Context: an optimization exercise on an open-source flow, tuned for small area, a short achievable clock period and few clock cycles per item. The choices shown serve that exercise and are no tape-out recipe.
Where RTL was checked, it was by simulation tests only, not by an equivalence proof against the original.
For runs 5 and 6, only the layout was checked, not whether the RTL still works.
No activity file was given, so power comes from the tool's default toggle rates.

File: flow/run.sh
#!/bin/bash
# The standard layout with two changes, both after the standard synthesis:
#  - the combinational cells of the standard synthesis's netlist are mapped
#    again by ABC with a delay-aware script (flow/remap.abc); the flip-flops,
#    their names and cells, are kept as they are (read as black boxes);
#  - plain buf_1 cells as the port buffers instead of delay buffers.
# Logs: make_synth.log and make.log (make), remap.log (yosys), and the ORFS
# step logs under orfs/logs/.
set -euo pipefail
export BUFFER_PORTS_ARGS="-buffer_cell sky130_fd_sc_hd__buf_1"
PLAT=$FLOW_HOME/platforms/sky130hd
LIB=$PLAT/lib/sky130_fd_sc_hd__tt_025C_1v80.lib
RES=orfs/results/sky130hd/ppm_pulse_train_decoder_top/base
LOGS=orfs/logs/sky130hd/ppm_pulse_train_decoder_top/base

bash standard.sh synth > make_synth.log 2>&1

python3 flow/split_lib.py "$LIB" comb.lib seq.lib
DONT_USE=$(grep -o -- "-dont_use [A-Za-z0-9_]*" $LOGS/1_2_yosys.log | sort -u | tr '\n' ' ')
cp $RES/1_2_yosys.v 1_2_yosys_standard.v
cat > remap.ys <<EOS
read_liberty -lib seq.lib
read_liberty -ignore_miss_func comb.lib
read_verilog -noblackbox 1_2_yosys_standard.v
hierarchy -top $FLOW_TOP
flatten
opt_clean
abc -liberty $LIB $DONT_USE -script flow/remap.abc
opt_clean -purge
hilomap -singleton -hicell sky130_fd_sc_hd__conb_1 HI -locell sky130_fd_sc_hd__conb_1 LO
splitnets
opt_clean -purge
insbuf -buf sky130_fd_sc_hd__buf_4 A X
rename -hide w:*.*
check
stat -liberty $LIB
write_verilog -noattr -noexpr -nohex -nodec $RES/1_2_yosys.v
EOS
yosys -s remap.ys > remap.log 2>&1
rm -f $RES/1_synth.odb $RES/1_synth.sdc

bash standard.sh > make.log 2>&1
File: flow/remap.abc
strash; dch -f; map -D 2800; topo; buffer; upsize; dnsize
File: flow/split_lib.py
#!/usr/bin/env python3
"""Splits a Liberty file in two: the cells without state (comb) and those with
a ff, latch or statetable group (seq)."""
import re
import sys

src, comb_out, seq_out = sys.argv[1:4]
lib = open(src).read()
start = lib.index("cell (")
head = lib[:start]
comb, seq = [], []
i = start
while True:
    j = lib.find("cell (", i)
    if j < 0:
        break
    k = lib.index("{", j)
    depth, p = 1, k + 1
    while depth:
        c = lib[p]
        if c == "{":
            depth += 1
        elif c == "}":
            depth -= 1
        p += 1
    cell = lib[j:p]
    (seq if re.search(r"\n\s*(ff|latch|statetable)\s*\(", cell) else comb).append(cell)
    i = p
open(comb_out, "w").write(head + "\n".join(comb) + "\n}\n")
open(seq_out, "w").write(head + "\n".join(seq) + "\n}\n")
File: standard.sh
#!/bin/bash
# synth_recipe.tcl (not shown) runs the flow's synth.tcl, then flattens the netlist and writes it again
# the make line also repeats each setting of config.mk as NAME=value (left out here)
make -C /OpenROAD-flow-scripts/flow DESIGN_CONFIG=/design/flow/config.mk WORK_HOME=/design/flow/orfs CLKGATE_MAP_FILE= SYNTH_SCRIPT=/design/flow/synth_recipe.tcl "${@:-finish}"
File: config.mk
export PLATFORM = sky130hd
export DESIGN_NAME = ppm_pulse_train_decoder_top
export DESIGN_NICKNAME = ppm_pulse_train_decoder_top
export VERILOG_FILES = /design/flow/design.v
export SDC_FILE = /design/flow/constraint.sdc
export NUM_CORES = 4
export LEC_CHECK = 0
export CAP_MARGIN = 20
export CORE_MARGIN = 2
export CORE_UTILIZATION = 55
export CTS_BUF_LIST = sky130_fd_sc_hd__clkbuf_8
export CTS_CLUSTER_DIAMETER = 60
export CTS_CLUSTER_SIZE = 16
export SETUP_SLACK_MARGIN = 4.0
export SLEW_MARGIN = 20
File: constraint.sdc
create_clock -name core_clock -period 8.0 [get_ports {clock}]
set_input_delay 1.6000 -clock core_clock [delete_from_list [all_inputs] [get_ports {clock}]]
set_output_delay 1.6000 -clock core_clock [all_outputs]
set_load 0.01 [all_outputs]
File: design.v
package ppmd_pkg;
   localparam int unsigned TS_W     = 24;
   localparam int unsigned WIDTH_W  = 16;
   localparam int unsigned THR_W    = 16;
   localparam int unsigned COUNT_W  = 4;
   localparam int unsigned CHAN_W   = 3;
   localparam int unsigned FRAME_W  = 32;
   localparam int unsigned RESYNC_W = 16;
   localparam int unsigned CSR_INDEX_W = 2;
   localparam int unsigned CSR_DATA_W  = 24;
   localparam logic [TS_W-1:0]    PERIOD_RESET    = 24'hFF_FFFF;
   localparam logic [THR_W-1:0]   THRESHOLD_RESET = 16'd3000;
   localparam logic [COUNT_W-1:0] COUNT_RESET     = 4'd7;
   localparam logic [1:0] CSR_TIMER_PERIOD    = 2'd0;
   localparam logic [1:0] CSR_FRAME_THRESHOLD = 2'd1;
   localparam logic [1:0] CSR_CHANNEL_COUNT   = 2'd2;
endpackage
module ppmd_div (
   input  logic [19:0] x,
   output logic [15:0] q,
   output logic        big
);
   function automatic logic [4:0] res5(input logic [3:0] d);
      res5[0] = d == 4'd0 || d == 4'd5 || d == 4'd10 || d == 4'd15;
      res5[1] = d == 4'd1 || d == 4'd6 || d == 4'd11;
      res5[2] = d == 4'd2 || d == 4'd7 || d == 4'd12;
      res5[3] = d == 4'd3 || d == 4'd8 || d == 4'd13;
      res5[4] = d == 4'd4 || d == 4'd9 || d == 4'd14;
   endfunction
   function automatic logic [4:0] add5(input logic [4:0] a, input logic [4:0] b);
      add5[0] = (a[0] && b[0]) || (a[1] && b[4]) || (a[2] && b[3]) || (a[3] && b[2]) || (a[4] && b[1]);
      add5[1] = (a[0] && b[1]) || (a[1] && b[0]) || (a[2] && b[4]) || (a[3] && b[3]) || (a[4] && b[2]);
      add5[2] = (a[0] && b[2]) || (a[1] && b[1]) || (a[2] && b[0]) || (a[3] && b[4]) || (a[4] && b[3]);
      add5[3] = (a[0] && b[3]) || (a[1] && b[2]) || (a[2] && b[1]) || (a[3] && b[0]) || (a[4] && b[4]);
      add5[4] = (a[0] && b[4]) || (a[1] && b[3]) || (a[2] && b[2]) || (a[3] && b[1]) || (a[4] && b[0]);
   endfunction
   function automatic logic [3:0] qdig(input logic [4:0] r, input logic [3:0] d);
      logic [4:0] a, b;
      logic       cy;
      logic [1:0] dd;
      logic [3:0] r3;
      a  = r;
      b  = res5(d);
      cy = (a[1] && b[4]) || (a[2] && b[3]) || (a[2] && b[4]) || (a[3] && b[2]) || (a[3] && b[3]) || (a[3] && b[4]) || (a[4] && b[1]) || (a[4] && b[2]) || (a[4] && b[3]) || (a[4] && b[4]);
      dd = (d >= 4'd15) ? 2'd3 : (d >= 4'd10) ? 2'd2 : (d >= 4'd5) ? 2'd1 : 2'd0;
      r3 = {r[3] || r[4], r[2] || r[4], r[1] || r[2], r[1] || r[3]};
      qdig = r3 + {2'b0, dd} + {3'b0, cy};
   endfunction
   logic [4:0] r4, r3, r2, r1, m21;
   always_comb begin
      big = (x[19:16] >= 4'd5);
      for (int k = 0; k < 5; k++) begin
         r4[k] = (x[19:16] == 4'(k));
      end
      r3  = add5(r4, res5(x[15:12]));
      m21 = add5(res5(x[11:8]), res5(x[7:4]));
      r2  = add5(r3, res5(x[11:8]));
      r1  = add5(r3, m21);
      q   = {qdig(r4, x[15:12]), qdig(r3, x[11:8]), qdig(r2, x[7:4]), qdig(r1, x[3:0])};
   end
endmodule
import ppmd_pkg::*;
module ppm_pulse_train_decoder_top #(
   parameter int unsigned MAX_CHANNELS  = 8,
   parameter int unsigned CYCLES_PER_US = 80
) (
   input  logic                                 clock,
   input  logic                                 reset,
   input  logic                                 req_valid,
   output logic                                 req_ready,
   input  logic                                 req_edge_rising,
   input  logic [ppmd_pkg::TS_W-1:0]            req_timestamp,
   output logic                                 rsp_valid,
   input  logic                                 rsp_ready,
   output logic [ppmd_pkg::CHAN_W-1:0]          rsp_channel,
   output logic [ppmd_pkg::WIDTH_W-1:0]         rsp_width_us,
   output logic [ppmd_pkg::FRAME_W-1:0]         rsp_frame_number,
   output logic [ppmd_pkg::RESYNC_W-1:0]        rsp_resync_total,
   output logic                                 rsp_last,
   input  logic                                 csr_valid,
   output logic                                 csr_ready,
   input  logic [ppmd_pkg::CSR_INDEX_W-1:0]     csr_index,
   input  logic [ppmd_pkg::CSR_DATA_W-1:0]      csr_wdata
);
   logic [TS_W-1:0]     period_ff;
   logic [19:0]         thr5_ff;
   logic                thr_max_ff;
   logic                thr_raw_ff;      
   logic [COUNT_W-1:0]  count_ff;
   logic [3:0]          n_chan;
   logic                v1_ff;
   logic [TS_W-1:0]     rise_ff, fall_ff;
   logic                v2_ff, slip1_ff, sat_ff;
   logic [19:0]         x_ff;
   logic                rv_ff;           
   logic                hunt_ff;         
   logic                gap_ff;          
   logic [3:0]          chan_ff;
   logic [FRAME_W-1:0]  frame_ff;
   logic [RESYNC_W-1:0] resync_ff;
   logic [WIDTH_W-1:0]  store_ff [8];
   logic                emit_ff, last_ff;
   logic [2:0]          eidx_ff;
   logic [7:0]          eoh_ff;          
   logic                ready_ff;
   assign n_chan    = (count_ff > 4'd8) ? 4'd8 : count_ff;
   assign csr_ready = 1'b1;
   assign req_ready = ready_ff;
   logic            cr, cf, sn, ln;
   logic [TS_W:0]   d0;
   function automatic logic wrap_neg(input logic [TS_W-1:0] t, input logic [TS_W-1:0] p,
                                     input logic [TS_W-1:0] ref_t);
      logic [TS_W+1:0] a, b, c, s, cy;
      logic [TS_W+2:0] v;
      a  = {2'b0, t};
      b  = {2'b0, p};
      c  = ~{2'b0, ref_t};
      s  = a ^ b ^ c;
      cy = {(a[TS_W:0] & b[TS_W:0]) | (a[TS_W:0] & c[TS_W:0]) | (b[TS_W:0] & c[TS_W:0]), 1'b0};
      v  = {s, 1'b1} + {cy, 1'b1};
      wrap_neg = v[TS_W+2];
   endfunction
   always_comb begin
      cr = (req_timestamp < rise_ff);
      cf = (req_timestamp < fall_ff);
      sn = wrap_neg(req_timestamp, period_ff, rise_ff);
      ln = wrap_neg(req_timestamp, period_ff, fall_ff);
      d0 = {1'b0, fall_ff} - {1'b0, rise_ff};
   end
   logic            cr1_ff, cf1_ff, sn1_ff, ln1_ff;
   logic [TS_W:0]   d01_ff;
   logic [TS_W:0]   off, diff;
   logic            sub;
   logic            slip1_in, sat_in;
   always_comb begin
      sub = !cr1_ff && cf1_ff;
      if (cr1_ff && !cf1_ff) off = {1'b0, period_ff};
      else if (sub)          off = ~{1'b0, period_ff};
      else                   off = '0;
      diff = d01_ff + off + {{TS_W{1'b0}}, sub};
      sat_in   = sn1_ff && !ln1_ff;
      slip1_in = (!sn1_ff && ln1_ff) || (!(sn1_ff ^ ln1_ff) && diff[TS_W]);
   end
   logic [15:0] dq;
   logic        dbig;
   logic [15:0] w;
   logic        above;
   logic [3:0]  widx, nidx;
   logic        measured, lslip, slip, complete, store_we, clash, hold;
   ppmd_div u_div (
      .x   (x_ff),
      .q   (dq),
      .big (dbig)
   );
   always_comb begin
      w        = (sat_ff || dbig) ? 16'hFFFF : dq;
      above    = !thr_max_ff && (sat_ff || (x_ff >= thr5_ff));
      widx     = gap_ff ? 4'd0 : chan_ff;
      measured = v2_ff && rv_ff && !slip1_ff;
      if (above) begin
         lslip = (widx != n_chan);
         nidx  = 4'd0;
      end else begin
         lslip = (widx >= n_chan);
         nidx  = widx + 4'd1;
      end
      slip     = v2_ff && rv_ff && (slip1_ff || (!hunt_ff && lslip));
      complete = measured && !hunt_ff && !lslip && (nidx == n_chan);
      store_we = measured && !hunt_ff && !widx[3];
      clash    = emit_ff && store_we && (widx < n_chan) && (widx[2:0] >= eidx_ff);
      hold     = clash || (emit_ff && (slip || complete));
   end
   logic accept, v1_in, v2_in, emit_in;
   logic [19:0] thr5_a, thr5_b, thr5_s, thr5_c, thr5_in;
   always_comb begin
      thr5_a  = {thr5_ff[17:0], 2'b0};
      thr5_b  = thr5_ff;
      thr5_s  = thr5_a ^ thr5_b ^ 20'd5;
      thr5_c  = {(thr5_a[18:0] & thr5_b[18:0]) | (thr5_a[18:0] & 19'd5) |
                 (thr5_b[18:0] & 19'd5), 1'b0};
      thr5_in = thr5_s + thr5_c;
   end
   always_comb begin
      accept  = req_valid && ready_ff;
      v1_in   = (accept && req_edge_rising) || (v1_ff && hold);
      v2_in   = hold || v1_ff;
      emit_in = emit_ff ? !(rsp_ready && last_ff) : (complete && !hold && (n_chan != 4'd0));
   end
   always_ff @(posedge clock) begin
      if (reset) begin
         period_ff  <= PERIOD_RESET;
         thr5_ff    <= 20'(5 * (32'(THRESHOLD_RESET) + 1));
         thr_raw_ff <= 1'b0;
         thr_max_ff <= 1'b0;
         count_ff   <= COUNT_RESET;
         v1_ff      <= 1'b0;
         v2_ff      <= 1'b0;
         rv_ff      <= 1'b0;
         hunt_ff    <= 1'b1;
         gap_ff     <= 1'b0;
         chan_ff    <= '0;
         frame_ff   <= '0;
         resync_ff  <= '0;
         emit_ff    <= 1'b0;
         eidx_ff    <= '0;
         eoh_ff     <= 8'd1;
         last_ff    <= 1'b0;
         ready_ff   <= 1'b1;
      end else begin
         thr_raw_ff <= csr_valid && (csr_index == CSR_FRAME_THRESHOLD);
         if (thr_raw_ff) begin
            thr5_ff <= thr5_in;
         end
         if (csr_valid) begin
            case (csr_index)
               CSR_TIMER_PERIOD: period_ff <= csr_wdata[TS_W-1:0];
               CSR_FRAME_THRESHOLD: begin
                  thr5_ff    <= {4'b0, csr_wdata[15:0]};
                  thr_max_ff <= &csr_wdata[15:0];
               end
               CSR_CHANNEL_COUNT: count_ff <= csr_wdata[COUNT_W-1:0];
               default: ;
            endcase
         end
         v1_ff <= v1_in;
         v2_ff <= v2_in;
         if (v2_ff && !hold) begin
            if (!rv_ff) begin
               rv_ff <= 1'b1;
            end else if (slip) begin
               rv_ff <= 1'b0;
            end
            if (rv_ff && !slip1_ff) begin
               if (hunt_ff) begin
                  if (above) begin
                     hunt_ff <= 1'b0;
                     gap_ff  <= 1'b1;
                  end
               end else begin
                  gap_ff  <= 1'b0;
                  chan_ff <= lslip ? widx : nidx;
               end
            end
         end
         if (slip && !hold) begin
            resync_ff <= resync_ff + RESYNC_W'(1);
         end
         if (complete && !hold) begin
            frame_ff <= frame_ff + FRAME_W'(1);
         end
         emit_ff <= emit_in;
         if (!emit_ff) begin
            eidx_ff <= '0;
            eoh_ff  <= 8'd1;
            last_ff <= (n_chan == 4'd1);
         end else if (rsp_ready) begin
            eidx_ff <= eidx_ff + 3'd1;
            eoh_ff  <= {eoh_ff[6:0], eoh_ff[7]};
            last_ff <= ({1'b0, eidx_ff} + 4'd2 == n_chan);
         end
         ready_ff <= !(v1_in && v2_in && emit_in);
      end
   end
   always_ff @(posedge clock) begin
      if (accept && !req_edge_rising) begin
         fall_ff <= req_timestamp;
      end
      if (accept && req_edge_rising) begin
         rise_ff <= req_timestamp;
         cr1_ff  <= cr;
         cf1_ff  <= cf;
         sn1_ff  <= sn;
         ln1_ff  <= ln;
         d01_ff  <= d0;
      end
      if (v1_ff && !hold) begin
         x_ff     <= diff[23:4];
         slip1_ff <= slip1_in;
         sat_ff   <= sat_in;
      end
      if (store_we && !clash) begin
         store_ff[widx[2:0]] <= w;
      end
   end
   assign rsp_valid        = emit_ff;
   assign rsp_channel      = eidx_ff;
   always_comb begin
      rsp_width_us = '0;
      for (int k = 0; k < 8; k++) begin
         rsp_width_us = rsp_width_us | ({WIDTH_W{eoh_ff[k]}} & store_ff[k]);
      end
   end
   assign rsp_frame_number = frame_ff;
   assign rsp_resync_total = resync_ff;
   assign rsp_last         = last_ff;
endmodule
==> flow_metrics.py, run 1 <==
metrics = {
    "sta": {
        "hold_viol_final": 0,
        "final_max_slew_viol_count": 0,
        "fin_crit_sh_pct": 48.35,
        "setup_viol": 0,
        "slew_headroom_pct": 28.79,
        "worst_pin_slew_ns": 1.065,
        "fin_setup_tns_ns": 0,
        "period_minus_slack_ns": 3.868,
        "rsz0062_at_grt": "false",
        "fin_skew_ns": 0.05488,
        "clock.fmax_ghz": 0.2585,
    },
    "floorplan": {
        "start_util_pct": 55.52,
        "core_area_sq_mm": 0.03643,
        "io_pins": 127,
        "die_area_sq_mm": 0.03833,
        "row_count": 70,
        "fp.dieH_um": 195.8,
        "die_w_um": 195.8,
    },
    "clock_network": {
        "numClockSinks": 348,
        "clk-insertion-delay-late_ns": 0.62,
        "clk_pin_slew_ns": 0.09,
        "ctsRootBufferMaster": "clkbuf_8",
        "cts_made_buffers": 36,
        "clockBufferDepth": 3,
        "cts_hold_buf": 0,
        "cts_tree": "done",
        "htreeDepth": 2,
    },
    "logic_synthesis": {
        "yosysWarnings": 2,
        "syn_area_sq_mm": 0.02023,
        "syn_avg_cell_area_sq_um": 7.963,
        "synth_cells": 2540,
        "syn_nets": 2596,
    },
    "detailed_routing": {
        "first_pass_iters": 7,
        "ant_nets": 0,
        "first_iter_violations": 887,
        "wirelength_mm": 50.83,
        "drc": 0,
        "via_count": 17380,
        "wire_per_inst_um": 16.12,
        "vias_per_cell": 5.513,
    },
    "global_route": {
        "antenna_found_initial": 0,
        "grt.overflow.total": 0,
        "grt_pass1_vias": 16490,
        "grt_pass1_wl_mm": 80.81,
        "grt_max_degree": 55,
        "grt_util_all_layers_pct": 26.11,
    },
    "power_and_ir_drop": {
        "p_int_w": 0.002746,
        "ir_worst_vdd_mv": 0.1616,
        "switching_share_pct": 28.77,
        "p_per_area_mw_per_mm2": 173.8,
        "leakage_nw": 8.727,
        "p_sw_w": 0.001109,
        "combPwrFrac_pct": 15.7,
        "seq_power_share_pct": 52.2,
        "clock_power_share_pct": 32.1,
    },
    "placed_design": {
        "hpwl_mm": 37.35,
        "io_buffer_count": 125,
        "place_congestion": 0.9665,
        "placed_cells": 3078,
    },
    "final_layout": {
        "area_growth_pct": 9.631,
        "antenna_cells": 0,
        "fill_cells": 3357,
        "fin_cells": 3153,
        "fin_nets": 2719,
        "ff_latch_area_sq_mm": 0.009241,
        "drive_above_1_share_pct": 9.236,
        "multiInputGateArea_sq_mm": 0.009409,
    },
    "worst_hold_path": {
        "hold_depth": 1,
        "hold_start": "resync_ff[15]",
        "holdCritPathClass": "reg -> reg",
        "holdPathEnd": "resync_ff[15]",
    },
    "run_status": {
        "status": "finished clean",
    },
    "critical_path": {
        "arrival_ns": 4.33,
        "critPathKind": "in -> reg",
        "start_kind": "primary input",
        "required_ns": 8.47,
        "timing.rr.end": "store_ff[5][2]",
        "path_cells": "clkbuf_2, inv_2, nor2_4, nor2_1, xor2_1, o22ai_1, a21oi_1, o221ai_1, o211ai_1, o211ai_1, o21ai_1, maj3_2, a2111o_1, nand3_2, a41oi_1, a211oi_2, nor2_1, a211oi_2",
        "rr_worst_depth": 23,
        "crit_family": "compound AO/OA/AOI/OAI gates",
        "crit_path_end_kind": "register",
        "slowest_stage": "a2111o_1",
        "r2r_slack_ns": 4.30,
        "rr_startpoint": "x_ff[15]",
        "path_buf_inv": 2,
        "cp_max_fo": 6,
        "max_stage_delay_ns": 0.44,
    },
    "flow_run": {
        "drv_cap": 0,
    },
}
## routing by layer
layer  vias up  GRT usage [%]  share of wire, %
met1      8087          33.60                45
met3        79          3.696               4.1
met4         0          8.418               2.9
li1       8873              -                 -
met2       343          45.57                48
met5         -              0                 0
## worst register-to-register path, delay by kind of cell (launching register included)
family / cells / cell delay (ns)
simple gates: 11 / 1.32
compound gates: 7 / 1.09
buf+inv: 5 / 0.52
flops: 1 / 0.47
## how the worst max path moves through the flow
stage                                 from              to  slack, ns  cells after the start
after floorplan           req_timestamp[4]          sn1_ff       4.06                     15
after global placement    req_timestamp[4]          sn1_ff       3.41                     16
after detailed placement  req_timestamp[4]          sn1_ff       3.33                     17
after CTS                         x_ff[15]  store_ff[5][2]       4.02                     23
after global routing                cf1_ff        slip1_ff       3.97                     20
final                     req_timestamp[1]          sn1_ff       4.13                     18
## power groups by stage
stage,registers (W),clock network (W),logic [W]
global placement,0.00205,0,0.000565
floorplan,0.00204,0,0.000433
finish,0.00201,0.00124,0.000607
global route,0.00202,0.00133,0.000685
CTS,0.00201,0.00126,0.000579
detailed placement,0.00205,0,0.000575
## layout make-up
| type | count | area share (%) |
|---|---|---|
| Clock buffer | 39 | 2.421 |
| Sequential cell | 348 | 41.67 |
| Multi-Input combinational cell | 1737 | 42.43 |
| Clock inverter | 21 | 1.033 |
| Inverter | 386 | 6.641 |
| Timing Repair Buffer | 154 | 3.160 |
| Tap cell | 468 | 2.641 |
## layout by cell type, fill, tap and decap left out, types with 6 or more instances in the layout
cell type  count
a211oi_1      11
a21oi_1      170
a21oi_2        6
a22oi_1       90
a31oi_1       10
and2_1         7
buf_1        120
buf_4         27
clkbuf_8      39
dfxtp_1      119
edfxtp_1     227
inv_1        343
inv_2         41
nand2_1      219
nand2_2        7
nand3_1       41
nand3_2        7
nand4_1       33
nor2_1       540
nor2_2        32
nor2_4         7
nor3_1        59
nor4_1        15
o211ai_1      17
o21ai_0      163
o21ai_1       24
o21bai_1       9
o221ai_1      14
o22ai_1       32
or2_2          6
xnor2_1       27
xor2_1        88
## registers in the layout, summed over array words and instances (netlist names), 3 cells and up
register   flops
count_ff       4
d01_ff        25
eidx_ff        3
store_ff     128
chan_ff        4
rise_ff       24
eoh_ff         8
thr5_ff       20
fall_ff       24
resync_ff     16
frame_ff      32
period_ff     24
x_ff          20
## through the flow
| stage | instance area (sq um) | setup WS [ns] | util, % | total power (W) | hold WS, ns |
|---|---|---|---|---|---|
| after floorplan | 20230 | 4.057 | - | 0.002470 | 0.4235 |
| after global placement | 21000 | 3.409 | 57.64 | 0.002615 | 0.4321 |
| after detailed placement | 21000 | 3.333 | 57.64 | 0.002627 | 0.4451 |
| after CTS | 21780 | 4.017 | 59.77 | 0.003851 | 0.4596 |
| after global routing | 22180 | 3.970 | 60.86 | 0.004029 | 0.4983 |
| final | 22180 | 4.132 | 60.86 | 0.003855 | 0.4606 |
## what timing repair did
action | 4_1_cts | 5_1_grt
gates cloned | 0 | 1
pin swaps | 1 | 14
resized for setup | 4 | 78
setup buffers | 1 | 13
endpoints found under the setup margin | 41 | 138
Testbench counts, summed over its fixed seeds: cycles 5,896, items 2,560.
==> run 2: changes to the inputs <==
--- a/config.mk
+++ b/config.mk
@@ -7,7 +7,7 @@
 export LEC_CHECK = 0
 export CAP_MARGIN = 20
 export CORE_MARGIN = 2
-export CORE_UTILIZATION = 55
+export CORE_UTILIZATION = 40
 export CTS_BUF_LIST = sky130_fd_sc_hd__clkbuf_8
 export CTS_CLUSTER_DIAMETER = 60
 export CTS_CLUSTER_SIZE = 16
==> run 2 against run 1 <==
  * Critical endpoint unchanged
  * Still clean on timing, DRC and antenna
  * Sequential power hardly changed
  * Cell count is 6.7% higher
  * Fmax is 2.0% higher
  * First-iteration DRC count is 43% higher
  * Hold slack better by 0.019 ns
  * Clock power rose by 12%
  * Clock skew decreased by 0.027 ns
  * Combinational power barely moved
  * Total power up 4.0%
  * Die area is 37% higher
  * Critical path type unchanged
  * Via count grew 0.16%
  * Largest power group unchanged
  * Routed wire length is 3.9% higher
==> flow_metrics.py, run 2 <==
metrics = {
    "run_status": {
        "status": "finished clean",
    },
    "power_and_ir_drop": {
        "p_sw_w": 0.001167,
        "total_power_w": 0.004008,
        "p_per_area_mw_per_mm2": 177.5,
        "leakage_nw": 8.792,
        "ir_worst_vdd_mv": 0.1485,
        "clock_power_share_pct": 34.6,
        "switching_share_pct": 29.13,
        "combPwrFrac_pct": 15.2,
        "seq_power_share_pct": 50.2,
        "p_int_w": 0.002840,
    },
    "detailed_routing": {
        "vias_per_cell": 5.175,
        "wire_per_inst_um": 15.70,
        "first_iter_violations": 1272,
        "first_pass_iters": 5,
        "drc": 0,
        "via_count": 17410,
        "ant_nets": 0,
        "wirelength_mm": 52.81,
    },
    "placed_design": {
        "place_area_sq_mm": 0.02124,
        "pre_cts_ws_ns": 3.296,
        "hpwl_mm": 38.23,
        "place_congestion": 0.9035,
        "io_buffer_count": 125,
    },
    "clock_network": {
        "ctsRootBufferMaster": "clkbuf_8",
        "clk-insertion-delay-late_ns": 0.62,
        "numClockSinks": 348,
        "cts_made_buffers": 38,
        "cts_tree": "done",
        "clk_pin_slew_ns": 0.09,
        "cts_hold_buf": 0,
        "htreeDepth": 2,
        "clockBufferDepth": 3,
    },
    "final_layout": {
        "drive_above_1_share_pct": 9.740,
        "final_common_cell": "nor2_1",
        "area_growth_pct": 11.63,
        "fill_cells": 5067,
        "multiInputGateArea_sq_mm": 0.009453,
        "layout_common_cells": "nor2_1, inv_1, edfxtp_1",
        "ff_latch_area_sq_mm": 0.009241,
        "final_cell_area_sq_mm": 0.02258,
        "largest_reg_flops": 128,
        "fin_nets": 2720,
    },
    "worst_hold_path": {
        "hold_start": "resync_ff[15]",
        "holdCritPathClass": "reg -> reg",
    },
    "global_route": {
        "grt_util_all_layers_pct": 19.73,
        "grt.overflow.total": 0,
        "grt_max_degree": 55,
        "grt_pass1_vias": 16410,
        "grt_pass1_wl_mm": 84.11,
        "antenna_found_initial": 2,
    },
    "logic_synthesis": {
        "syn_nets": 2596,
        "syn_avg_cell_area_sq_um": 7.963,
        "synth_cells": 2540,
        "yosysWarnings": 2,
        "syn_area_sq_mm": 0.02023,
    },
    "sta": {
        "fin_setup_tns_ns": 0,
        "hold_viol_final": 0,
        "setup_viol": 0,
        "fin_skew_ns": 0.02804,
        "slew_headroom_pct": 31.83,
        "period_minus_slack_ns": 3.793,
        "fin_crit_sh_pct": 47.42,
        "worst_pin_slew_ns": 1.019,
        "final_max_slew_viol_count": 0,
        "hold_slack_ns": 0.4798,
        "rsz0062_at_grt": "true",
        "setup_ws_ns": 4.207,
        "clock.fmax_ghz": 0.2636,
    },
    "flow_run": {
        "drv_cap": 0,
    },
    "critical_path": {
        "required_ns": 8.44,
        "cp_max_fo": 6,
        "crit_family": "compound AO/OA/AOI/OAI gates",
        "path_cells": "buf_2, nor2_1, nor2_1, xor2_1, o22ai_2, a21oi_1, o221ai_1, o211ai_1, o211ai_1, o21ai_1, maj3_2, a2111o_1, nand3_2, a41oi_2, a211oi_2, nor2_1, a211oi_2",
        "path_buf_inv": 1,
        "arrival_ns": 4.23,
        "max_stage_delay_ns": 0.39,
        "startpoint": "req_timestamp[1]",
        "cpMostUsedCell": "nor2_1",
        "start_kind": "primary input",
        "slowest_stage": "a2111o_1",
        "crit_path_end_kind": "register",
        "critPathKind": "in -> reg",
        "rr_startpoint": "x_ff[13]",
    },
    "floorplan": {
        "fp.dieH_um": 228.9,
        "io_pins": 127,
        "die_area_sq_mm": 0.05238,
        "die_w_um": 228.9,
        "start_util_pct": 40.40,
        "core_area_sq_mm": 0.05007,
        "row_count": 82,
    },
}
[run 2: routing by layer]
metal  track usage, %  wire, um
met4            7.183      1551
met5                0         0
met1            25.61     23950
met2            33.81     25170
met3            2.395      2131
[run 2: power groups by stage]
stage	Sequential (W)	Combinational (W)	Clock (W)
final	0.00201	0.000610	0.00139
after floorplan	0.00204	0.000433	0
after CTS	0.00201	0.000580	0.00144
after detailed placement	0.00205	0.000575	0
after global placement	0.00205	0.000564	0
after global routing	0.00202	0.000691	0.00150
[run 2: through the flow]
stage          std cells  utilization, %
2_1_floorplan       2540               -
3_3_place_gp        3280           42.43
3_5_place_dp        3280           42.43
4_1_cts             3347           44.26
5_1_grt             3364           45.10
6_report            3364           45.10
[run 2: area by class of cell]
type                       count  area share, %
timing repair buffer         153          3.042
tap                          672          3.724
multi-input combinational   1737          41.87
inverter                     386          6.522
clock buffer                  40          2.438
sequential                   348          40.93
clock inverter                26          1.457
antenna                        2        0.02217
[run 2: path summary, 6_finish.rpt]
kind	end	slack, ns	depth (start not counted)
max	sn1_ff	4.21	17
min	resync_ff[15]	0.48	1
max reg2reg	store_ff[4][2]	4.29	23
min reg2reg	resync_ff[15]	0.48	1
[run 2: timing repair]
item,4_1_cts,5_1_grt
cloned,0,1
gates resized for setup,9,79
pin swaps,0,11
endpoints found under the setup margin,51,99
setup buffers,1,14
==> run 3: changes to the inputs <==
--- a/flow/run.sh
+++ b/flow/run.sh
@@ -1,7 +1,7 @@
 #!/bin/bash
 # The standard layout with two changes, both after the standard synthesis:
 #  - the combinational cells of the standard synthesis's netlist are mapped
-#    again by ABC with a delay-aware script (flow/remap.abc); the flip-flops,
+#    again by ABC with an area-oriented script (flow/remap.abc); the flip-flops,
 #    their names and cells, are kept as they are (read as black boxes);
 #  - plain buf_1 cells as the port buffers instead of delay buffers.
 # Logs: make_synth.log and make.log (make), remap.log (yosys), and the ORFS
==> flow/remap.abc (replaced) <==
strash; dch -f; amap; topo; buffer; upsize; dnsize
==> run 3 against run 2 <==
  * Clock power down 9%
  * Area after synthesis is 3.6% lower
  * Design area is 7.6% higher
  * Combinational power increased by 22%
  * Largest cell class unchanged
  * Largest power group unchanged
==> flow_metrics.py, run 3 <==
metrics = {
    "floorplan": {
        "row_count": 80,
        "start_util_pct": 40.67,
        "core_area_sq_mm": 0.04795,
        "io_pins": 127,
        "fp.dieH_um": 224.8,
        "die_w_um": 224.8,
        "die_area_sq_mm": 0.05053,
    },
    "sta": {
        "hold_viol_final": 0,
        "setup_viol": 0,
        "fin_setup_tns_ns": 0,
        "worst_pin_slew_ns": 1.008,
        "period_minus_slack_ns": 4.425,
        "slew_headroom_pct": 32.60,
        "fin_crit_sh_pct": 55.31,
        "setup_ws_ns": 3.575,
        "fin_skew_ns": 0.02925,
        "final_max_slew_viol_count": 0,
        "rsz0062_at_grt": "true",
        "clock.fmax_ghz": 0.2260,
    },
    "global_route": {
        "grt_max_degree": 57,
        "grt_pass1_vias": 16860,
        "grt_util_all_layers_pct": 21.43,
        "antenna_found_initial": 2,
        "grt_pass1_wl_mm": 87.13,
        "grt.overflow.total": 0,
    },
    "critical_path": {
        "start_kind": "primary input",
        "crit_family": "compound AO/OA/AOI/OAI gates",
        "arrival_ns": 4.78,
        "crit_path_end_kind": "register",
        "required_ns": 8.35,
        "cp_max_fo": 3,
        "path_cells": "buf_8, nor2_4, nor2_4, inv_2, buf_6, buf_6, buf_6, buf_6, o22ai_2, o21ai_1, o21ai_1, a222oi_1, inv_1, a222oi_1, o22ai_1, a222oi_1, nor2_1, nor4_1, inv_1, nor2b_4, nor3b_2, nor4_2, nor2b_1, o21bai_1",
        "path_buf_inv": 8,
        "slowest_stage": "a222oi_1",
        "max_stage_delay_ns": 0.40,
        "critPathKind": "in -> reg",
        "cpMostUsedCell": "buf_6",
    },
    "clock_network": {
        "cts_tree": "done",
        "clockBufferDepth": 3,
        "cts_hold_buf": 0,
        "htreeDepth": 2,
        "numClockSinks": 348,
        "clk-insertion-delay-late_ns": 0.62,
        "cts_made_buffers": 34,
        "clk_pin_slew_ns": 0.10,
        "ctsRootBufferMaster": "clkbuf_8",
    },
    "final_layout": {
        "fin_nets": 2660,
        "final_util_pct": 50.67,
        "area_growth_pct": 24.59,
        "fill_cells": 4331,
        "final_common_cell": "nor2_1",
        "fin_cells": 3242,
        "layout_common_cells": "nor2_1, inv_1, edfxtp_1",
        "largest_reg_flops": 128,
        "drive_above_1_share_pct": 22.55,
    },
    "power_and_ir_drop": {
        "combPwrFrac_pct": 18.5,
        "p_sw_w": 0.001180,
        "p_per_area_mw_per_mm2": 165.6,
        "switching_share_pct": 29.33,
        "seq_power_share_pct": 49.8,
        "leakage_nw": 9.138,
        "p_int_w": 0.002843,
        "ir_worst_vdd_mv": 0.1415,
        "clock_power_share_pct": 31.6,
    },
    "detailed_routing": {
        "vias_per_cell": 5.716,
        "wire_per_inst_um": 18.01,
        "via_count": 18530,
        "ant_nets": 0,
        "wirelength_mm": 58.38,
        "drc": 0,
        "first_pass_iters": 10,
        "first_iter_violations": 1728,
    },
    "placed_design": {
        "hpwl_mm": 37.89,
        "placed_cells": 2983,
        "pre_cts_ws_ns": 2.897,
        "place_congestion": 0.9097,
        "io_buffer_count": 125,
    },
    "flow_run": {
        "drv_cap": 0,
    },
    "worst_hold_path": {
        "holdCritPathClass": "reg -> reg",
    },
    "logic_synthesis": {
        "yosysWarnings": 2,
        "syn_area_sq_mm": 0.01950,
        "syn_avg_cell_area_sq_um": 8.497,
        "synth_cells": 2295,
        "syn_nets": 2351,
    },
    "run_status": {
        "status": "finished clean",
    },
}
## run 3: timing repair
item | in CTS | in global routing
setup endpoints to repair | 163 | 145
buffers inserted | 105 | 90
gates resized for setup | 155 | 235
gates cloned | 2 | 3
hold endpoints to repair | 0 | 0
pin swaps | 64 | 116
## run 3: final timing paths
| kind | endpoint | cells after the start | slack [ns] | startpoint |
|---|---|---|---|---|
| worst max register to register | frame_ff[31] | 23 | 3.71 | x_ff[7] |
| worst min register to register | resync_ff[14] | 1 | 0.50 | resync_ff[14] |
| worst max-delay path | ln1_ff | 24 | 3.58 | req_timestamp[1] |
| worst min-delay path | resync_ff[14] | 1 | 0.50 | resync_ff[14] |
## run 3: final cells by class
cell class	count	area, sq um	area share [%]
clock inverters	20	257.7	1.061
clock buffers	37	509.2	2.096
flip-flops and latches	348	9259	38.11
inverters	297	1157	4.764
well taps	615	769.5	3.167
multi-input cells	1583	10050	41.37
repair buffers	340	2287	9.414
diodes	2	5.005	0.02060
## run 3: power by group through the flow
stage	logic (W)	registers, W	clock network [W]
global route	0.000816	0.00201	0.00137
global placement	0.000529	0.00204	0
detailed placement	0.000538	0.00205	0
finish	0.000746	0.00201	0.00127
floorplan	0.000402	0.00203	0
CTS	0.000627	0.00200	0.00130
## run 3: layer usage
metal	GRT usage, %	wire (um)
met1	27.56	24620
met2	37.20	29000
met3	2.796	2993
met4	7.114	1764
met5	0	0
## run 3: worst register-to-register path, stage by stage (launching register included)
cell and delay [ns]:
edfxtp_1 0.49, inv_6 0.07, nor2_8 0.12, nor3_1 0.07, a211oi_2 0.15, o2111ai_1 0.12
or3_1 0.37, o32ai_2 0.26, a21oi_2 0.10, buf_4 0.17, o211ai_4 0.12, nor2_4 0.06
a2111oi_4 0.38, inv_2 0.10, nor3_4 0.13, nand3_2 0.11, or3_4 0.37, nor3_4 0.18
nand2_4 0.10, nor3_4 0.17, and3_4 0.21, and2_4 0.14, or2_1 0.10, a21oi_2 0.05
## run 3: metrics by stage
stage          cell area, sq um  hold WS (ns)  power [W]
2_1_floorplan             19520        0.4367   0.002433
3_3_place_gp              20480        0.4660   0.002573
3_5_place_dp              20480        0.4715   0.002584
4_1_cts                   22740        0.4914   0.003930
5_1_grt                   24290        0.5278   0.004194
6_report                  24290        0.5009   0.004023
==> run 4: changes to the inputs <==
==> flow/remap.abc (replaced) <==
strash; dch -f; map -a; topo; buffer; upsize; dnsize
==> run 4 against run 3 <==
  * Register-to-register slack improved by 0.14 ns
  * Critical path depth increased by 7
  * Setup slack improved by 0.27 ns
  * Largest power group unchanged
  * Routed wire length down 8.6%
  * Clock skew rose by 0.0033 ns
  * Combinational power is 15% lower
==> flow_metrics.py, run 4 <==
metrics = {
    "run_status": {
        "status": "finished clean",
    },
    "final_layout": {
        "fin_nets": 2736,
        "ff_latch_area_sq_mm": 0.009256,
        "drive_above_1_share_pct": 10.25,
        "largest_reg_flops": 128,
        "final_common_cell": "nor2_1",
        "layout_common_cells": "nor2_1, inv_1, edfxtp_1",
        "multiInputGateArea_sq_mm": 0.009376,
        "fill_cells": 5006,
        "area_growth_pct": 12.11,
    },
    "detailed_routing": {
        "first_iter_violations": 1170,
        "drc": 0,
        "first_pass_iters": 5,
        "ant_nets": 0,
        "wire_per_inst_um": 15.80,
        "vias_per_cell": 5.158,
        "via_count": 17410,
        "wirelength_mm": 53.35,
    },
    "critical_path": {
        "required_ns": 8.54,
        "start_kind": "register",
        "crit_path_end_kind": "register",
        "rr_worst_depth": 31,
        "crit_family": "simple AND/OR/NAND/NOR gates",
        "critPathKind": "reg -> reg",
        "max_stage_delay_ns": 0.43,
        "startpoint": "thr5_ff[1]",
        "slowest_stage": "dfxtp_4",
        "rr_startpoint": "thr5_ff[1]",
        "cp_max_fo": 4,
        "r2r_slack_ns": 3.85,
        "path_depth": 31,
        "critPathCapture": "thr5_ff[19]",
        "cpMostUsedCell": "nor2_2",
        "arrival_ns": 4.69,
        "path_buf_inv": 5,
        "timing.rr.end": "thr5_ff[19]",
    },
    "global_route": {
        "grt.overflow.total": 0,
        "grt_pass1_vias": 16350,
        "antenna_found_initial": 2,
        "grt_util_all_layers_pct": 19.96,
        "grt_max_degree": 39,
        "grt_pass1_wl_mm": 84.53,
    },
    "sta": {
        "rsz0062_at_grt": "true",
        "clock.fmax_ghz": 0.2407,
        "final_max_slew_viol_count": 0,
        "fin_skew_ns": 0.03255,
        "worst_pin_slew_ns": 0.9792,
        "hold_slack_ns": 0.4829,
        "fin_crit_sh_pct": 51.94,
        "period_minus_slack_ns": 4.155,
        "slew_headroom_pct": 34.63,
        "fin_setup_tns_ns": 0,
        "setup_viol": 0,
        "hold_viol_final": 0,
    },
    "floorplan": {
        "fp.dieH_um": 228.2,
        "core_area_sq_mm": 0.04986,
        "row_count": 82,
        "io_pins": 127,
        "die_w_um": 228.2,
        "die_area_sq_mm": 0.05209,
        "start_util_pct": 40.34,
    },
    "placed_design": {
        "place_congestion": 0.8995,
        "hpwl_mm": 38.62,
        "io_buffer_count": 125,
    },
    "clock_network": {
        "clockBufferDepth": 3,
        "cts_tree": "done",
        "cts_made_buffers": 36,
        "clk-insertion-delay-late_ns": 0.62,
        "clk_pin_slew_ns": 0.10,
        "cts_hold_buf": 0,
        "htreeDepth": 2,
        "ctsRootBufferMaster": "clkbuf_8",
        "numClockSinks": 348,
    },
    "power_and_ir_drop": {
        "p_per_area_mw_per_mm2": 170.9,
        "ir_worst_vdd_mv": 0.1375,
        "leakage_nw": 8.785,
    },
    "logic_synthesis": {
        "yosysWarnings": 2,
        "syn_area_sq_mm": 0.02011,
        "syn_avg_cell_area_sq_um": 7.928,
        "syn_nets": 2593,
        "synth_cells": 2537,
    },
    "worst_hold_path": {
        "hold_depth": 2,
        "holdCritPathClass": "reg -> reg",
    },
    "flow_run": {
        "drv_cap": 0,
    },
}
==> run 4: metrics by stage <==
| step | cells | utilization (%) | power (W) | instance area, sq um | worst slack (ns) |
|---|---|---|---|---|---|
| global placement | 3284 | 42.42 | 0.002617 | 21150 | 3.320 |
| detailed placement | 3284 | 42.42 | 0.002628 | 21150 | 3.271 |
| finish | 3376 | 45.22 | 0.003853 | 22550 | 3.845 |
| CTS | 3349 | 44.11 | 0.003846 | 21990 | 3.876 |
| floorplan | 2537 | - | 0.002467 | 20110 | 4.057 |
| global route | 3376 | 45.22 | 0.004043 | 22550 | 3.520 |
==> run 4: timing repair <==
item,CTS,global route
endpoints found under the hold margin,0,0
endpoints found under the setup margin,59,107
setup buffers,5,25
pin swaps,1,16
cloned,0,0
gates resized for setup,23,98
==> run 4: worst min-delay path by stage <==
stage | start | endpoint | slack (ns)
6_report | v1_ff | v1_ff | 0.48
5_1_grt | v1_ff | v1_ff | 0.51
4_1_cts | v1_ff | v1_ff | 0.48
3_5_place_dp | v1_ff | v1_ff | 0.47
3_3_place_gp | resync_ff[15] | resync_ff[15] | 0.44
2_1_floorplan | resync_ff[15] | resync_ff[15] | 0.42
==> run 4: where the power goes <==
group | switching (W) | total [W] | leakage, nW | internal (W)
clock | 0.000702 | 0.00121 | 0.390 | 0.000510
combinational | 0.000411 | 0.000631 | 5.41 | 0.000220
sequential | 0.0000454 | 0.00201 | 2.99 | 0.00196
==> run 4: area by class of cell <==
class	instances	area share (%)
timing repair buffer	173	3.735
antenna	2	0.02220
clock buffer	38	2.320
multi-input combinational	1733	41.58
tap	672	3.729
clock inverter	22	0.9489
inverter	388	6.609
sequential	348	41.05
==> run 4: worst register-to-register path: cells and delay by family, from the launching register on <==
kind / cells / cell delay, ns
DFF: 1 / 0.43
xor gates and xnor gates: 1 / 0.12
buffers and inverters: 5 / 0.30
adders and majority gates: 3 / 0.98
and+or+nand+nor: 17 / 1.46
AOI/OAI and AO/OA: 5 / 0.79
==> run 4: per-layer routing <==
metal / share of wire [%] / vias up / global-route usage [%]
li1: - / 8887 / -
met1: 45 / 8092 / 26.12
met2: 48 / 360 / 34.30
met3: 3.7 / 74 / 2.313
met4: 2.9 / 0 / 6.761
met5: 0 / - / 0
==> run 5: changes to the inputs <==
--- a/design.v
+++ b/design.v
@@ -98,6 +98,7 @@
    logic [3:0]          chan_ff;
    logic [FRAME_W-1:0]  frame_ff;
    logic [RESYNC_W-1:0] resync_ff;
+   logic [1:0]          pend_ff;         
    logic [WIDTH_W-1:0]  store_ff [8];
    logic                emit_ff, last_ff;
    logic [2:0]          eidx_ff;
@@ -168,7 +169,7 @@
       complete = measured && !hunt_ff && !lslip && (nidx == n_chan);
       store_we = measured && !hunt_ff && !widx[3];
       clash    = emit_ff && store_we && (widx < n_chan) && (widx[2:0] >= eidx_ff);
-      hold     = clash || (emit_ff && (slip || complete));
+      hold     = clash || (emit_ff && (complete || (slip && (pend_ff == 2'd3))));
    end
    logic accept, v1_in, v2_in, emit_in;
    logic [19:0] thr5_a, thr5_b, thr5_s, thr5_c, thr5_in;
@@ -201,6 +202,7 @@
          chan_ff    <= '0;
          frame_ff   <= '0;
          resync_ff  <= '0;
+         pend_ff    <= '0;
          emit_ff    <= 1'b0;
          eidx_ff    <= '0;
          eoh_ff     <= 8'd1;
@@ -242,8 +244,13 @@
                end
             end
          end
-         if (slip && !hold) begin
-            resync_ff <= resync_ff + RESYNC_W'(1);
+         if (emit_ff) begin
+            if (slip && !hold) begin
+               pend_ff <= pend_ff + 2'd1;
+            end
+         end else begin
+            resync_ff <= resync_ff + RESYNC_W'(pend_ff) + RESYNC_W'(slip);
+            pend_ff   <= '0;
          end
          if (complete && !hold) begin
             frame_ff <= frame_ff + FRAME_W'(1);
--- a/flow/run.sh
+++ b/flow/run.sh
@@ -1,7 +1,7 @@
 #!/bin/bash
 # The standard layout with two changes, both after the standard synthesis:
 #  - the combinational cells of the standard synthesis's netlist are mapped
-#    again by ABC with an area-oriented script (flow/remap.abc); the flip-flops,
+#    again by ABC with a delay-aware script (flow/remap.abc); the flip-flops,
 #    their names and cells, are kept as they are (read as black boxes);
 #  - plain buf_1 cells as the port buffers instead of delay buffers.
 # Logs: make_synth.log and make.log (make), remap.log (yosys), and the ORFS
==> flow/remap.abc (replaced) <==
strash; dch -f; map -D 2800; topo; buffer; upsize; dnsize
==> run 5 against run 4 <==
  * Via count increased by 3.3%
  * Synthesized cell count grew 1.6%
  * Area after synthesis increased by 2.0%
  * Clock skew up 0.0056 ns
  * Design area rose by 2.2%
  * Sequential share of layout area shrank 0.78 points
  * Critical path depth is 28 lower
  * Clock-buffer cell count grew 4
  * Cell count grew 1.7%
  * Total power increased by 3.9%
  * Critical endpoint is now rsp_width_us[7]
  * Largest cell class unchanged
==> flow_metrics.py, run 5 <==
metrics = {
    "run_status": {
        "status": "finished clean",
    },
    "global_route": {
        "grt_pass1_wl_mm": 87.40,
        "grt_util_all_layers_pct": 20.26,
        "grt_max_degree": 55,
        "grt.overflow.total": 0,
        "antenna_found_initial": 3,
        "grt_pass1_vias": 16890,
    },
    "worst_hold_path": {
        "hold_depth": 1,
        "hold_start": "thr5_ff[19]",
        "holdCritPathClass": "reg -> reg",
        "holdPathEnd": "thr5_ff[19]",
    },
    "power_and_ir_drop": {
        "p_sw_w": 0.001188,
        "leakage_nw": 9.097,
        "combPwrFrac_pct": 15.8,
        "clock_power_share_pct": 33.9,
        "total_power_w": 0.004004,
        "p_per_area_mw_per_mm2": 173.8,
        "switching_share_pct": 29.68,
        "seq_power_share_pct": 50.4,
        "p_int_w": 0.002815,
        "ir_worst_vdd_mv": 0.1455,
    },
    "final_layout": {
        "fin_nets": 2778,
        "multiInputGateArea_sq_mm": 0.009612,
        "drive_above_1_share_pct": 9.891,
        "final_util_pct": 45.18,
        "fin_cells": 3434,
        "final_common_cell": "nor2_1",
        "largest_reg_flops": 128,
        "ff_latch_area_sq_mm": 0.009279,
        "area_growth_pct": 12.29,
        "fill_cells": 5022,
        "layout_common_cells": "nor2_1, inv_1, edfxtp_1",
    },
    "sta": {
        "slew_headroom_pct": 32.81,
        "final_max_slew_viol_count": 0,
        "clock.fmax_ghz": 0.2648,
        "setup_viol": 0,
        "rsz0062_at_grt": "true",
        "hold_slack_ns": 0.4674,
        "hold_viol_final": 0,
        "fin_crit_sh_pct": 47.20,
        "worst_pin_slew_ns": 1.000,
        "period_minus_slack_ns": 3.776,
        "fin_setup_tns_ns": 0,
        "fin_skew_ns": 0.03817,
    },
    "critical_path": {
        "r2r_slack_ns": 4.23,
        "path_buf_inv": 1,
        "rr_startpoint": "cf1_ff",
        "critPathKind": "reg -> out",
        "required_ns": 6.40,
        "max_stage_delay_ns": 0.96,
        "start_kind": "register",
        "crit_family": "flip-flops",
        "crit_path_end_kind": "output port",
        "cp_max_fo": 18,
        "arrival_ns": 2.18,
        "path_cells": "a22oi_1, nand4_1, buf_1",
        "timing.rr.end": "x_ff[19]",
        "startpoint": "eoh_ff[2]",
        "slowest_stage": "dfxtp_1",
        "rr_worst_depth": 24,
    },
    "placed_design": {
        "hpwl_mm": 40.12,
        "place_congestion": 0.9296,
        "io_buffer_count": 125,
        "placed_cells": 3328,
    },
    "logic_synthesis": {
        "syn_nets": 2633,
        "syn_area_sq_mm": 0.02052,
        "synth_cells": 2577,
        "syn_avg_cell_area_sq_um": 7.962,
        "yosysWarnings": 2,
    },
    "floorplan": {
        "die_w_um": 230.5,
        "io_pins": 127,
        "die_area_sq_mm": 0.05312,
        "start_util_pct": 40.24,
        "row_count": 83,
        "fp.dieH_um": 230.5,
        "core_area_sq_mm": 0.05099,
    },
    "flow_run": {
        "drv_cap": 0,
    },
    "detailed_routing": {
        "drc": 0,
        "vias_per_cell": 5.236,
        "first_iter_violations": 1252,
        "wire_per_inst_um": 16.14,
        "via_count": 17980,
        "ant_nets": 0,
        "wirelength_mm": 55.41,
        "first_pass_iters": 5,
    },
    "clock_network": {
        "cts_hold_buf": 0,
        "numClockSinks": 350,
        "clockBufferDepth": 3,
        "htreeDepth": 2,
        "cts_tree": "done",
        "cts_made_buffers": 38,
        "clk-insertion-delay-late_ns": 0.64,
        "clk_pin_slew_ns": 0.09,
        "ctsRootBufferMaster": "clkbuf_8",
    },
}
run 5: worst max-delay path by stage:
stage               slack (ns)  cells after the start         endpoint
finish                    4.22                      3  rsp_width_us[7]
global route              3.89                     21   store_ff[5][2]
CTS                       4.00                     20   store_ff[5][2]
detailed placement        3.61                     16           sn1_ff
global placement          3.77                     16           sn1_ff
floorplan                 4.29                     14           sat_ff
run 5: final cells by class:
type,count,area share (%)
Clock inverter,26,1.287
Antenna cell,4,0.04345
Sequential cell,350,40.27
Tap cell,680,3.693
Multi-Input combinational cell,1752,41.72
Timing Repair Buffer,172,3.725
Clock buffer,42,2.509
Inverter,408,6.750
run 5: per-stage QoR:
stage | instance area, sq um | worst slack [ns]
6_report | 23040 | 4.224
5_1_grt | 23040 | 3.890
4_1_cts | 22510 | 4.001
3_5_place_dp | 21560 | 3.613
3_3_place_gp | 21560 | 3.771
2_1_floorplan | 20520 | 4.294
run 5: repair_timing:
| item | in CTS | in global routing |
|---|---|---|
| gates cloned | 1 | 2 |
| pin swaps | 1 | 20 |
| buffers inserted | 5 | 26 |
| setup endpoints to repair | 63 | 151 |
| resized for setup | 13 | 73 |
run 5: metal layers:
layer / track usage (%) / up-vias / share of wire (%)
met1: 26.07 / 8371 / 44
met5: 0 / - / 0
li1: - / 9040 / -
met3: 3.014 / 107 / 4.4
met4: 6.371 / 0 / 3.0
met2: 35.02 / 462 / 48
run 5: power by group through the flow:
| stage | registers, W | clock network (W) | logic [W] |
|---|---|---|---|
| after CTS | 0.00202 | 0.00140 | 0.000593 |
| after global placement | 0.00206 | 0 | 0.000576 |
| after global routing | 0.00202 | 0.00147 | 0.000709 |
| after detailed placement | 0.00206 | 0 | 0.000586 |
| after floorplan | 0.00204 | 0 | 0.000437 |
| final | 0.00202 | 0.00136 | 0.000631 |
==> run 6: changes to the inputs <==
--- a/design.v
+++ b/design.v
@@ -98,7 +98,6 @@
    logic [3:0]          chan_ff;
    logic [FRAME_W-1:0]  frame_ff;
    logic [RESYNC_W-1:0] resync_ff;
-   logic [1:0]          pend_ff;         
    logic [WIDTH_W-1:0]  store_ff [8];
    logic                emit_ff, last_ff;
    logic [2:0]          eidx_ff;
@@ -108,7 +107,6 @@
    assign csr_ready = 1'b1;
    assign req_ready = ready_ff;
    logic            cr, cf, sn, ln;
-   logic [TS_W:0]   d0;
    function automatic logic wrap_neg(input logic [TS_W-1:0] t, input logic [TS_W-1:0] p,
                                      input logic [TS_W-1:0] ref_t);
       logic [TS_W+1:0] a, b, c, s, cy;
@@ -126,11 +124,11 @@
       cf = (req_timestamp < fall_ff);
       sn = wrap_neg(req_timestamp, period_ff, rise_ff);
       ln = wrap_neg(req_timestamp, period_ff, fall_ff);
-      d0 = {1'b0, fall_ff} - {1'b0, rise_ff};
    end
    logic            cr1_ff, cf1_ff, sn1_ff, ln1_ff;
-   logic [TS_W:0]   d01_ff;
-   logic [TS_W:0]   off, diff;
+   logic [TS_W-1:0] r1_ff;
+   logic [TS_W:0]   off, diff, da, db, ds, dc;
+   logic [TS_W+1:0] dv;
    logic            sub;
    logic            slip1_in, sat_in;
    always_comb begin
@@ -138,7 +136,13 @@
       if (cr1_ff && !cf1_ff) off = {1'b0, period_ff};
       else if (sub)          off = ~{1'b0, period_ff};
       else                   off = '0;
-      diff = d01_ff + off + {{TS_W{1'b0}}, sub};
+      da   = {1'b0, fall_ff};
+      db   = ~{1'b0, r1_ff};
+      ds   = da ^ db ^ off;
+      dc   = {(da[TS_W-1:0] & db[TS_W-1:0]) | (da[TS_W-1:0] & off[TS_W-1:0]) |
+              (db[TS_W-1:0] & off[TS_W-1:0]), sub};
+      dv   = {ds, 1'b1} + {dc, 1'b1};
+      diff = dv[TS_W+1:1];
       sat_in   = sn1_ff && !ln1_ff;
       slip1_in = (!sn1_ff && ln1_ff) || (!(sn1_ff ^ ln1_ff) && diff[TS_W]);
    end
@@ -169,7 +173,7 @@
       complete = measured && !hunt_ff && !lslip && (nidx == n_chan);
       store_we = measured && !hunt_ff && !widx[3];
       clash    = emit_ff && store_we && (widx < n_chan) && (widx[2:0] >= eidx_ff);
-      hold     = clash || (emit_ff && (complete || (slip && (pend_ff == 2'd3))));
+      hold     = clash || (emit_ff && (slip || complete));
    end
    logic accept, v1_in, v2_in, emit_in;
    logic [19:0] thr5_a, thr5_b, thr5_s, thr5_c, thr5_in;
@@ -202,7 +206,6 @@
          chan_ff    <= '0;
          frame_ff   <= '0;
          resync_ff  <= '0;
-         pend_ff    <= '0;
          emit_ff    <= 1'b0;
          eidx_ff    <= '0;
          eoh_ff     <= 8'd1;
@@ -244,13 +247,8 @@
                end
             end
          end
-         if (emit_ff) begin
-            if (slip && !hold) begin
-               pend_ff <= pend_ff + 2'd1;
-            end
-         end else begin
-            resync_ff <= resync_ff + RESYNC_W'(pend_ff) + RESYNC_W'(slip);
-            pend_ff   <= '0;
+         if (slip && !hold) begin
+            resync_ff <= resync_ff + RESYNC_W'(1);
          end
          if (complete && !hold) begin
             frame_ff <= frame_ff + FRAME_W'(1);
@@ -278,7 +276,7 @@
          cf1_ff  <= cf;
          sn1_ff  <= sn;
          ln1_ff  <= ln;
-         d01_ff  <= d0;
+         r1_ff   <= rise_ff;
       end
       if (v1_ff && !hold) begin
          x_ff     <= diff[23:4];
==> run 6 against run 5 <==
  * Still clean on timing, DRC and antenna
  * Design area decreased by 0.50%
  * Hold slack got worse by 0.0086 ns
  * Cell count down 0.99%
  * Global-route usage shrank 0.32 points
  * Fmax is 1.2% lower
==> flow_metrics.py, run 6 <==
metrics = {
    "run_status": {
        "status": "finished clean",
    },
    "floorplan": {
        "die_area_sq_mm": 0.05273,
        "row_count": 82,
        "start_util_pct": 40.59,
        "die_w_um": 229.6,
        "io_pins": 127,
        "core_area_sq_mm": 0.05017,
        "fp.dieH_um": 229.6,
    },
    "flow_run": {
        "drv_cap": 0,
    },
    "worst_hold_path": {
        "hold_depth": 1,
        "hold_start": "frame_ff[31]",
        "holdPathEnd": "frame_ff[31]",
        "holdCritPathClass": "reg -> reg",
    },
    "critical_path": {
        "cp_max_fo": 18,
        "path_cells": "a22oi_1, nand4_1, buf_1",
        "max_stage_delay_ns": 0.99,
        "slowest_stage": "dfxtp_1",
        "crit_path_end_kind": "output port",
        "r2r_slack_ns": 4.18,
        "required_ns": 6.40,
        "timing.rr.end": "slip1_ff",
        "arrival_ns": 2.22,
        "start_kind": "register",
        "rr_worst_depth": 25,
        "rr_startpoint": "cf1_ff",
        "critPathKind": "reg -> out",
    },
    "placed_design": {
        "io_buffer_count": 125,
        "place_congestion": 0.8968,
        "hpwl_mm": 39.09,
        "pre_cts_ws_ns": 3.582,
    },
    "global_route": {
        "grt_pass1_wl_mm": 85.43,
        "grt_util_all_layers_pct": 19.95,
        "grt_pass1_vias": 16590,
        "antenna_found_initial": 1,
        "grt.overflow.total": 0,
        "grt_max_degree": 49,
    },
    "final_layout": {
        "layout_common_cells": "nor2_1, inv_1, nand2_1",
        "area_growth_pct": 12.57,
        "fin_nets": 2756,
        "drive_above_1_share_pct": 9.681,
        "largest_reg_flops": 128,
        "final_common_cell": "nor2_1",
    },
    "detailed_routing": {
        "vias_per_cell": 5.159,
        "wirelength_mm": 54.36,
        "ant_nets": 0,
        "first_pass_iters": 5,
        "wire_per_inst_um": 15.99,
        "drc": 0,
        "first_iter_violations": 1226,
        "via_count": 17540,
    },
    "logic_synthesis": {
        "syn_nets": 2606,
        "synth_cells": 2550,
        "syn_area_sq_mm": 0.02036,
        "yosysWarnings": 2,
        "syn_avg_cell_area_sq_um": 7.986,
    },
    "power_and_ir_drop": {
        "leakage_nw": 9.228,
        "p_per_area_mw_per_mm2": 171.6,
        "total_power_w": 0.003935,
        "ir_worst_vdd_mv": 0.1273,
    },
    "clock_network": {
        "clockBufferDepth": 3,
        "cts_tree": "done",
        "htreeDepth": 2,
        "clk-insertion-delay-late_ns": 0.65,
        "cts_made_buffers": 38,
        "clk_pin_slew_ns": 0.10,
        "ctsRootBufferMaster": "clkbuf_8",
        "numClockSinks": 347,
    },
    "sta": {
        "slew_headroom_pct": 26.25,
        "hold_slack_ns": 0.4588,
        "hold_viol_final": 0,
        "setup_viol": 0,
        "clock.fmax_ghz": 0.2615,
        "rsz0062_at_grt": "true",
        "setup_ws_ns": 4.176,
        "fin_setup_tns_ns": 0,
        "worst_pin_slew_ns": 1.103,
        "fin_skew_ns": 0.05099,
        "final_max_slew_viol_count": 0,
        "fin_crit_sh_pct": 47.80,
        "period_minus_slack_ns": 3.824,
    },
}
==> run 6: cell types whose count changed in the layout (fill, tap and decap cells not counted), sizes merged, moves of 10 or more <==
cell and change:
nand2 +113, a21oi -22, inv +11, o211ai +10, nor2 -121
==> run 6: through the flow <==
step           cell area (sq um)  cells  utilization [%]
2_1_floorplan              20370   2550                -
3_3_place_gp               21400   3293            42.66
3_5_place_dp               21420   3294            42.69
4_1_cts                    22300   3362            44.44
5_1_grt                    22920   3400            45.69
6_report                   22920   3400            45.69
==> run 6: area by class of cell <==
class | count | area [sq um]
fillers | 4936 | 27250
multi-input cells | 1719 | 9535
flip-flops and latches | 347 | 9218
inverters | 421 | 1627
repair buffers | 173 | 858.3
well taps | 672 | 840.8
clock buffers | 39 | 536.8
clock inverters | 28 | 306.5
diodes | 1 | 2.502
==> run 6: worst max path at each step <==
stage                      from               to  slack (ns)  cells past startpoint
5_1_grt                x_ff[13]   store_ff[3][2]        3.91                     25
3_3_place_gp            x_ff[5]   store_ff[1][1]        3.79                     18
2_1_floorplan  req_timestamp[1]           ln1_ff        4.43                     14
3_5_place_dp            x_ff[5]   store_ff[1][1]        3.58                     18
4_1_cts                x_ff[17]     frame_ff[28]        3.97                     20
6_report              eoh_ff[2]  rsp_width_us[9]        4.18                      3
==> run 6: report_power, final <==
group	switching (W)	internal, W
logic	0.000397	0.000216
registers	0.0000385	0.00195
clock network	0.000729	0.000607
==> run 6: timing repair <==
| action | CTS | global route |
|---|---|---|
| endpoints found under the setup margin | 44 | 110 |
| hold buffers | 0 | 0 |
| pin swaps | 1 | 9 |
| gates cloned | 0 | 3 |
| gates resized for setup | 8 | 80 |
| setup buffers | 1 | 33 |
==> run 6: worst max-delay path: cells and delay by family, from the launching register on <==
| family | cells | cell delay (ns) |
|---|---|---|
| AOI/OAI and AO/OA | 1 | 0.24 |
| and+or+nand+nor | 1 | 0.21 |
| buffers and inverters | 1 | 0.17 |
| DFF | 1 | 0.99 |
==> run 6: routing by layer <==
layer / track usage, % / share of wire [%]
met5: 0 / 0
met1: 26.15 / 45
met3: 2.552 / 3.9
met4: 5.804 / 2.6
met2: 34.38 / 48

-- static timing again, ports no longer ideal --
No port has a modelled driver above. Below, the same layouts with a new extraction and two added sets of constraints. Step 1 (the two cells are an assumption about what drives the block):
set clk [get_ports {clock}]
set_driving_cell -lib_cell sky130_fd_sc_hd__clkbuf_16 $clk
set_driving_cell -lib_cell sky130_fd_sc_hd__buf_2 [delete_from_list [all_inputs] $clk]
Step 2 moves the port delays by t, midway between the first and last clock arrival at a register: inputs arrive t later, outputs are due t later. That takes back most of the time a late clock gives input paths. Three values: ideal, step 1, step 2; two values: the first two.
run	shift t [ns]	slack for setup (ns)	clock arrival spread, ns	worst slew at a driven data input, ns
run 1	0.645	4.132 / 4.163 / 3.518	0.056 / 0.055	0.05
run 2	0.658	4.207 / 4.191 / 3.583	0.028 / 0.028	0.09
run 3	0.658	3.575 / 3.587 / 2.929	0.029 / 0.030	0.10
run 4	0.656	3.845 / 3.845 / 3.518	0.036 / 0.036	0.09
run 5	0.673	4.224 / 4.168 / 3.600	0.043 / 0.043	0.09
run 6	0.672	4.176 / 4.123 / 3.747	0.052 / 0.051	0.09
After both steps every run listed still meets setup and hold. The setup slack of run 3, which loses most, moves by +0.012 ns with the drivers and by -0.646 ns with both steps.
